From an optimization exercise on the open Yosys and OpenROAD flow, aimed at small area, a short achievable clock period and few clock cycles per item; shortcuts taken in it are not production practice.
RTL that was checked went through simulation tests only; none was proved equivalent to the original.

==> 06-06 <==
## aes128_block_cipher
module aes128_block_cipher (
    input  logic          aclk,
    input  logic          aresetn,
    input  logic          cfg_wr_en,
    input  logic [1:0]    cfg_index,
    input  logic [63:0]   cfg_data,
    input  logic          s_valid,
    output logic          s_ready,
    input  logic [63:0]   s_block_upper,
    input  logic [63:0]   s_block_lower,
    output logic          m_valid,
    input  logic          m_ready,
    output logic [63:0]   m_result_upper,
    output logic [63:0]   m_result_lower
);
    logic [127:0] key_r;       
    logic         dir_r;       
    logic [127:0] k10_r;       
    logic         k10_ok;
    logic [127:0] w0;          
    logic [127:0] w1;          
    logic [87:0]  kq;          
    logic [71:0]  kp;          
    logic [31:0]  kt;          
    logic [6:0]   kcnt;        
    logic         kexp;        
    logic         kdec;        
    logic         c_first, c_last;
    logic [1:0] c_src, c_step;
    logic [7:0]   c_rcon;
    logic [127:0] r1;
    logic [127:0] x1;
    logic [191:0] u0s1;
    logic [127:0] u0s2;
    logic [127:0] u0s3;
    logic [191:0] u1s1;
    logic [127:0] u1s2;
    logic [127:0] u1s3;
    logic [7:0] sv, lst, dirs;
    logic [3:0]   rnd0;
    logic [3:0]   rnd1;
    logic [3:0]   rnd2;
    logic [3:0]   rnd3;
    logic [3:0]   rnd4;
    logic [3:0]   rnd5;
    logic [3:0]   rnd6;
    logic [3:0]   rnd7;
    logic [127:0] oa, ob, oc;
    logic         oa_v, ob_v, oc_v;
    logic         s_ready_r;
    wire [127:0] kfirst = kdec ? k10_r : key_r;
    wire key_wr   = cfg_wr_en & ~cfg_index[1];
    wire kready   = (kcnt == 7'd0) | (kcnt == (kexp ? 7'd20 : 7'd40));
  ...
Settings: LEC_CHECK=0, ABC_AREA=1, CAP_MARGIN=30, CORE_MARGIN=2, CORE_UTILIZATION=45, PLACE_DENSITY=0.6, SETUP_SLACK_MARGIN=5.0, SLEW_MARGIN=30; clock period 8.0 ns.
run.sh (not shown) runs the stock make flow with config.mk's settings and CLKGATE_MAP_FILE= SYNTH_SCRIPT=/design/flow/synth_recipe.tcl, a recipe that flattens the netlist after the stock synthesis.
==> 06-10: changes against 06-06 <==
--- a/flow/design.v
+++ b/flow/design.v
@@ -163,19 +163,22 @@
     logic [3:0]   rnd5;
     logic [3:0]   rnd6;
     logic [3:0]   rnd7;
     logic [127:0] oa, ob, oc;
     logic         oa_v, ob_v, oc_v;
     logic         s_ready_r;
     wire [127:0] kfirst = kdec ? k10_r : key_r;
     wire key_wr   = cfg_wr_en & ~cfg_index[1];
-    wire kready   = (kcnt == 7'd0) | (kcnt == (kexp ? 7'd20 : 7'd40));
+    wire kready   = (kcnt == 7'd0) | (kcnt == (kexp ? 7'd21 : 7'd40));
     wire done     = sv[7] & lst[7];
-    wire stall    = done & oa_v & ob_v;
+    wire stall    = done & oc_v;
+    wire push     = done & ~stall;
+    wire adv      = ~oa_v | m_ready;
+    wire ob_ld    = (adv & ob_v) | ~ob_v;
     wire ld_a     = kready & (~dir_r | k10_ok);
     assign s_ready = s_ready_r;
     wire load     = s_valid & s_ready_r;
     wire expand   = (kcnt == 7'd0) & ~|sv & dir_r & ~k10_ok & ~key_wr;
     wire kstart   = (load & ld_a) | expand;
     wire [127:0] ld_in = {s_block_upper, s_block_lower} ^ kfirst;
     wire [127:0] ld_xa;
     assign ld_xa[120] = ~(ld_in[122] ^ ld_in[125] ^ ld_in[127]);
@@ -303,18 +306,19 @@
     assign ld_xa[2] = ~(ld_in[4] ^ ld_in[7] ^ ld_in[1]);
     assign ld_xa[3] = (ld_in[5] ^ ld_in[0] ^ ld_in[2]);
     assign ld_xa[4] = (ld_in[6] ^ ld_in[1] ^ ld_in[3]);
     assign ld_xa[5] = (ld_in[7] ^ ld_in[2] ^ ld_in[4]);
     assign ld_xa[6] = (ld_in[0] ^ ld_in[3] ^ ld_in[5]);
     assign ld_xa[7] = (ld_in[1] ^ ld_in[4] ^ ld_in[6]);
     wire [127:0] ld_x = dir_r ? ld_xa : ld_in;
     wire [127:0] kprev = c_first ? kfirst : (c_src[1] ? w1 : w0);
-    wire [31:0]  ks_in   = kprev[31:0] ^ (kdec ? kprev[63:32] : 32'h0);
-    wire [31:0]  ks_rot  = {ks_in[23:0], ks_in[31:24]};
+    logic [31:0] ksi;
+    wire [31:0]  kf_in   = kfirst[31:0] ^ (kdec ? kfirst[63:32] : 32'h0);
+    wire [31:0]  ks_rot  = ksi;
     wire [87:0]  kq_n;
     wire [71:0]  kp_n;
     wire [31:0]  kt_n;
     aes_ks_front u_kf0 (.x(ks_rot[31:24]), .q(kq_n[87:66]));
     aes_ks_back  u_kb0 (.q(kq[87:66]), .m(kp_n[71:54]));
     aes_sbox_benc u_ko0 (.m(kp_n[71:54]), .y(kt_n[31:24]));
     aes_ks_front u_kf1 (.x(ks_rot[23:16]), .q(kq_n[65:44]));
     aes_ks_back  u_kb1 (.q(kq[65:44]), .m(kp_n[53:36]));
@@ -327,16 +331,21 @@
     aes_sbox_benc u_ko3 (.m(kp_n[17:0]), .y(kt_n[7:0]));
     wire [31:0] kx  = kt_n ^ {c_rcon, 24'h0};
     wire [31:0] kb0 = kprev[127:96], kb1 = kprev[95:64], kb2 = kprev[63:32], kb3 = kprev[31:0];
     wire [31:0] kw0 = kb0 ^ kx;
     wire [31:0] kw1 = kdec ? (kb1 ^ kb0) : (kb1 ^ kb0 ^ kx);
     wire [31:0] kw2 = kdec ? (kb2 ^ kb1) : (kb2 ^ kb1 ^ kb0 ^ kx);
     wire [31:0] kw3 = kdec ? (kb3 ^ kb2) : (kb3 ^ kb2 ^ kb1 ^ kb0 ^ kx);
     wire [127:0] knext = {kw0, kw1, kw2, kw3};
+    wire [31:0] kn_in = kdec ? (kb3 ^ kb1) : kw3;
+    always_ff @(posedge aclk) begin
+        if (c_step && !stall) ksi <= {kn_in[23:0], kn_in[31:24]};
+        else if (c_first) ksi <= {kf_in[23:0], kf_in[31:24]};
+    end
     wire dir0 = dirs[0];
     wire last0 = lst[0];
     wire pd0 = dirs[0] & ~lst[0];
     wire dir1 = dirs[1];
     wire last1 = lst[1];
     wire pd1 = dirs[1] & ~lst[1];
     wire dir2 = dirs[2];
     wire last2 = lst[2];
@@ -8348,50 +8357,50 @@
             end
             if (c_last) k10_ok_n = 1'b1;
         end
         if (!stall) begin
             sv_n   = {sv[6:0], load | (sv[7] & ~lst[7])};
             rnd0_n = load ? 4'd1 : rnd7 + 4'd1;
             lst_n  = {lst[6], lst[5], lst[4], rnd3 == 4'd9, lst[2], lst[1], lst[0], ~load & (rnd7 == 4'd9)};
         end
-        oc_v_n = 1'b0;
         oa_v_n = oa_v;
         ob_v_n = ob_v;
-        if (oa_v && m_ready) begin
-            oa_v_n = ob_v | (done & ~stall);
-            ob_v_n = 1'b0;
-        end else if (done && !stall) begin
-            if (oa_v) ob_v_n = 1'b1;
-            else oa_v_n = 1'b1;
+        oc_v_n = oc_v;
+        if (adv) oa_v_n = ob_v;
+        if (ob_ld) begin
+            ob_v_n = oc_v | push;
+            oc_v_n = oc_v & push;
+        end else if (push) begin
+            oc_v_n = 1'b1;
         end
         kdec_n = dir_n & k10_ok_n;
     end
     logic       first_n, klast_n;
     logic [1:0] src_n, step_n;
     logic [7:0] rcon_n;
     always_comb begin
         first_n = 1'b0; src_n = 2'b1; step_n = '0; klast_n = 1'b0; rcon_n = 8'h00;
         if (kexp_n) begin
-            first_n = (kcnt_n <= 7'd1) | (kcnt_n >= 7'd20);
-            if (kcnt_n >= 7'd4 && kcnt_n <= 7'd5) src_n = 2'b10;
-            if (kcnt_n >= 7'd8 && kcnt_n <= 7'd9) src_n = 2'b10;
-            if (kcnt_n >= 7'd12 && kcnt_n <= 7'd13) src_n = 2'b10;
-            if (kcnt_n >= 7'd16 && kcnt_n <= 7'd17) src_n = 2'b10;
+            first_n = (kcnt_n <= 7'd2) | (kcnt_n >= 7'd21);
+            if (kcnt_n >= 7'd5 && kcnt_n <= 7'd6) src_n = 2'b10;
+            if (kcnt_n >= 7'd9 && kcnt_n <= 7'd10) src_n = 2'b10;
+            if (kcnt_n >= 7'd13 && kcnt_n <= 7'd14) src_n = 2'b10;
+            if (kcnt_n >= 7'd17 && kcnt_n <= 7'd18) src_n = 2'b10;
             case (kcnt_n)
-                7'd1: begin step_n[0] = 1'b1; rcon_n = 8'h01; end
-                7'd3: begin step_n[1] = 1'b1; rcon_n = 8'h02; end
-                7'd5: begin step_n[0] = 1'b1; rcon_n = 8'h04; end
-                7'd7: begin step_n[1] = 1'b1; rcon_n = 8'h08; end
-                7'd9: begin step_n[0] = 1'b1; rcon_n = 8'h10; end
-                7'd11: begin step_n[1] = 1'b1; rcon_n = 8'h20; end
-                7'd13: begin step_n[0] = 1'b1; rcon_n = 8'h40; end
-                7'd15: begin step_n[1] = 1'b1; rcon_n = 8'h80; end
-                7'd17: begin step_n[0] = 1'b1; rcon_n = 8'h1b; end
-                7'd19: begin step_n[1] = 1'b1; rcon_n = 8'h36; klast_n = ~k10_ok_n; end
+                7'd2: begin step_n[0] = 1'b1; rcon_n = 8'h01; end
+                7'd4: begin step_n[1] = 1'b1; rcon_n = 8'h02; end
+                7'd6: begin step_n[0] = 1'b1; rcon_n = 8'h04; end
+                7'd8: begin step_n[1] = 1'b1; rcon_n = 8'h08; end
+                7'd10: begin step_n[0] = 1'b1; rcon_n = 8'h10; end
+                7'd12: begin step_n[1] = 1'b1; rcon_n = 8'h20; end
+                7'd14: begin step_n[0] = 1'b1; rcon_n = 8'h40; end
+                7'd16: begin step_n[1] = 1'b1; rcon_n = 8'h80; end
+                7'd18: begin step_n[0] = 1'b1; rcon_n = 8'h1b; end
+                7'd20: begin step_n[1] = 1'b1; rcon_n = 8'h36; klast_n = ~k10_ok_n; end
                 default: ;
             endcase
         end else if (kdec_n) begin
             first_n = (kcnt_n <= 7'd2) | (kcnt_n >= 7'd39);
             if (kcnt_n >= 7'd7 && kcnt_n <= 7'd10) src_n = 2'b10;
             if (kcnt_n >= 7'd15 && kcnt_n <= 7'd18) src_n = 2'b10;
             if (kcnt_n >= 7'd23 && kcnt_n <= 7'd26) src_n = 2'b10;
             if (kcnt_n >= 7'd31 && kcnt_n <= 7'd34) src_n = 2'b10;
@@ -8429,19 +8438,19 @@
             endcase
         end
         if (kcnt_n == 7'd0) begin
             first_n = 1'b1;
             step_n  = '0;
             klast_n = 1'b0;
         end
     end
-    wire       kready_n = (kcnt_n == 7'd0) | (kcnt_n == (kexp_n ? 7'd20 : 7'd40));
+    wire       kready_n = (kcnt_n == 7'd0) | (kcnt_n == (kexp_n ? 7'd21 : 7'd40));
     wire       done_n   = sv_n[7] & lst_n[7];
-    wire       stall_n  = done_n & oa_v_n & ob_v_n;
+    wire       stall_n  = done_n & oc_v_n;
     wire       lda_n    = kready_n & (~dir_n | k10_ok_n);
     wire       ldb_n    = (kcnt_n != 7'd0) & (kcnt_n < 7'd8) & ~kexp_n;
     wire       s_ready_n = ~stall_n & (lda_n | ldb_n);
     always_ff @(posedge aclk) begin
         if (!aresetn) begin
             key_r     <= '0;
             dir_r     <= 1'b0;
             k10_ok    <= 1'b0;
@@ -8503,19 +8512,16 @@
             rnd4 <= rnd3 + 4'd1;
             rnd5 <= rnd4;
             rnd6 <= rnd5;
             rnd7 <= rnd6;
             if (c_step[0]) w0 <= knext;
             if (c_step[1]) w1 <= knext;
             if (c_last) k10_r <= knext;
         end
-        if (oa_v && m_ready) begin
-            oa <= ob_v ? ob : z1;
-        end else if (done && !stall) begin
-            if (oa_v) ob <= z1;
-            else oa <= z1;
-        end
+        if (adv) oa <= ob;
+        if (ob_ld) ob <= oc_v ? oc : z1;
+        else if (push) oc <= z1;
     end
     assign m_valid        = oa_v;
     assign m_result_upper = oa[127:64];
     assign m_result_lower = oa[63:0];
 endmodule
==> flow/flow/run.sh (new file) <==
#!/bin/bash
# Layout flow: the standard flow (standard.sh, unchanged synthesis), with
# two changes in placement: the port buffers are buf_4 cells, and after global
# placement (flow/place_out.tcl) each register that drives an output port is
# moved next to its port before the flow legalizes and optimizes the placement.
# Each tool's output goes to a log file here.
set -euo pipefail
W=$PWD
bash standard.sh POST_GLOBAL_PLACE_TCL=$W/flow/place_out.tcl "BUFFER_PORTS_ARGS=-buffer_cell sky130_fd_sc_hd__buf_4" finish > layout.log 2>&1
==> flow/flow/place_out.tcl (new file) <==
# After global placement: put each flip-flop that drives an output port (through
# the port buffer) next to that port, together with the buffer, so the
# register-to-output paths are short. Detailed placement legalizes them later.
set block [ord::get_db_block]
set core [$block getCoreArea]
set cx0 [$core xMin]; set cy0 [$core yMin]; set cx1 [$core xMax]; set cy1 [$core yMax]
set inset 4000
set moved 0
foreach bt [$block getBTerms] {
  if {[$bt getIoType] != "OUTPUT"} continue
  set net [$bt getNet]
  if {$net == "NULL"} continue
  set bpins [$bt getBPins]
  if {[llength $bpins] == 0} continue
  set bb [[lindex $bpins 0] getBBox]
  set px [expr {([$bb xMin] + [$bb xMax]) / 2}]
  set py [expr {([$bb yMin] + [$bb yMax]) / 2}]
  # target point just inside the core, facing the pin
  set tx [expr {min(max($px, $cx0 + $inset), $cx1 - $inset)}]
  set ty [expr {min(max($py, $cy0 + $inset), $cy1 - $inset)}]
  # the port buffer drives the port; the flop drives the buffer
  foreach it [$net getITerms] {
    if {![$it isOutputSignal]} continue
    set buf [$it getInst]
    set bufin ""
    foreach bi [$buf getITerms] { if {[$bi isInputSignal]} { set bufin $bi } }
    if {$bufin == ""} continue
    set n2 [$bufin getNet]
    if {$n2 == "NULL"} continue
    set drv ""
    foreach it2 [$n2 getITerms] { if {[$it2 isOutputSignal]} { set drv [$it2 getInst] } }
    if {$drv == ""} continue
    if {![[$drv getMaster] isSequential]} continue
    if {[llength [$n2 getITerms]] != 2} continue
    $buf setLocation $tx $ty
    $drv setLocation $tx $ty
    incr moved
  }
}
puts "place_out: moved $moved output registers next to their ports"
==> flow/standard.sh (new file) <==
#!/bin/bash
# synth_recipe.tcl (not shown) runs the flow's synth.tcl, then flattens the netlist and writes it again
# the make line also repeats each setting of config.mk as NAME=value (left out here)
make -C /OpenROAD-flow-scripts/flow DESIGN_CONFIG=/design/flow/config.mk WORK_HOME=/design/flow/orfs CLKGATE_MAP_FILE= SYNTH_SCRIPT=/design/flow/synth_recipe.tcl "${@:-finish}"
ABC_AREA = not set   (was 1)
CORE_UTILIZATION = 50   (was 45)
PLACE_DENSITY = 0.65   (was 0.6)
removed: flow/run.sh
==> impl_metrics.json <==
{
  "worst_pin_slew_ns": 1.22,
  "clock_buffers": 302,
  "status": "no timing/DRC/antenna violations",
  "clkSinkCount": 2091,
  "grt_max_degree": 127,
  "met3_wirelength_mm": 72.1,
  "worst_path_dominant_cell_family": "flip-flops",
  "regArea_sq_um": 60200,
  "avgRoutedWirePerCell_um": 27.2,
  "muxShareOfSynthArea": 0.00915,
  "design.seq.count": 2091,
  "wl_met2_mm": 266,
  "post-synth-top-count-cell": "nand2_1",
  "skew_ns": 0.0833,
  "dieArea_sq_um": 356000
}
# the run above: 06-06

==> impl_metrics.json <==
{
  "post-synth-top-count-cell": "xnor2_1",
  "worst_pin_slew_ns": 1.17,
  "clock_buffers": 333,
  "avgRoutedWirePerCell_um": 28.5,
  "dieArea_sq_um": 337000,
  "regArea_sq_um": 65100,
  "worst_path_dominant_cell_family": "simple AND/OR/NAND/NOR gates",
  "status": "no timing/DRC/antenna violations",
  "grt_max_degree": 199,
  "wl_met2_mm": 261
}
# the run above: 06-10

Testbench counts of 06-10, summed over its fixed seeds: cycles 8,768, blocks 1,536.
The RTL of 06-06 was laid out without a check of its function.

==> separate check: timing with driven ports <==
The flow's constraints put no driver on any port. The routed layouts listed below were extracted and timed again, unchanged, in two steps. Step 1 assumes that a clkbuf_16 drives the clock port and a buf_2 every other input. Step 2 also shifts input and output timing later by t, the mid clock arrival at the registers, as if the neighbouring blocks saw the same clock. a / b / c = ideal / step 1 / step 2; a / b = the first two.
run	t, ns	slack for setup (ns)	clock arrival spread, ns	pins driven straight from the clock port
06-06	1.097	4.480 / 4.355 / 3.932	0.093 / 0.093	1
06-10	1.016	4.828 / 4.749 / 3.980	0.083 / 0.083	1
After both steps every run listed still meets setup and hold. The setup slack of 06-10, which loses most, moves by -0.079 ns with the drivers and by -0.848 ns with both steps.
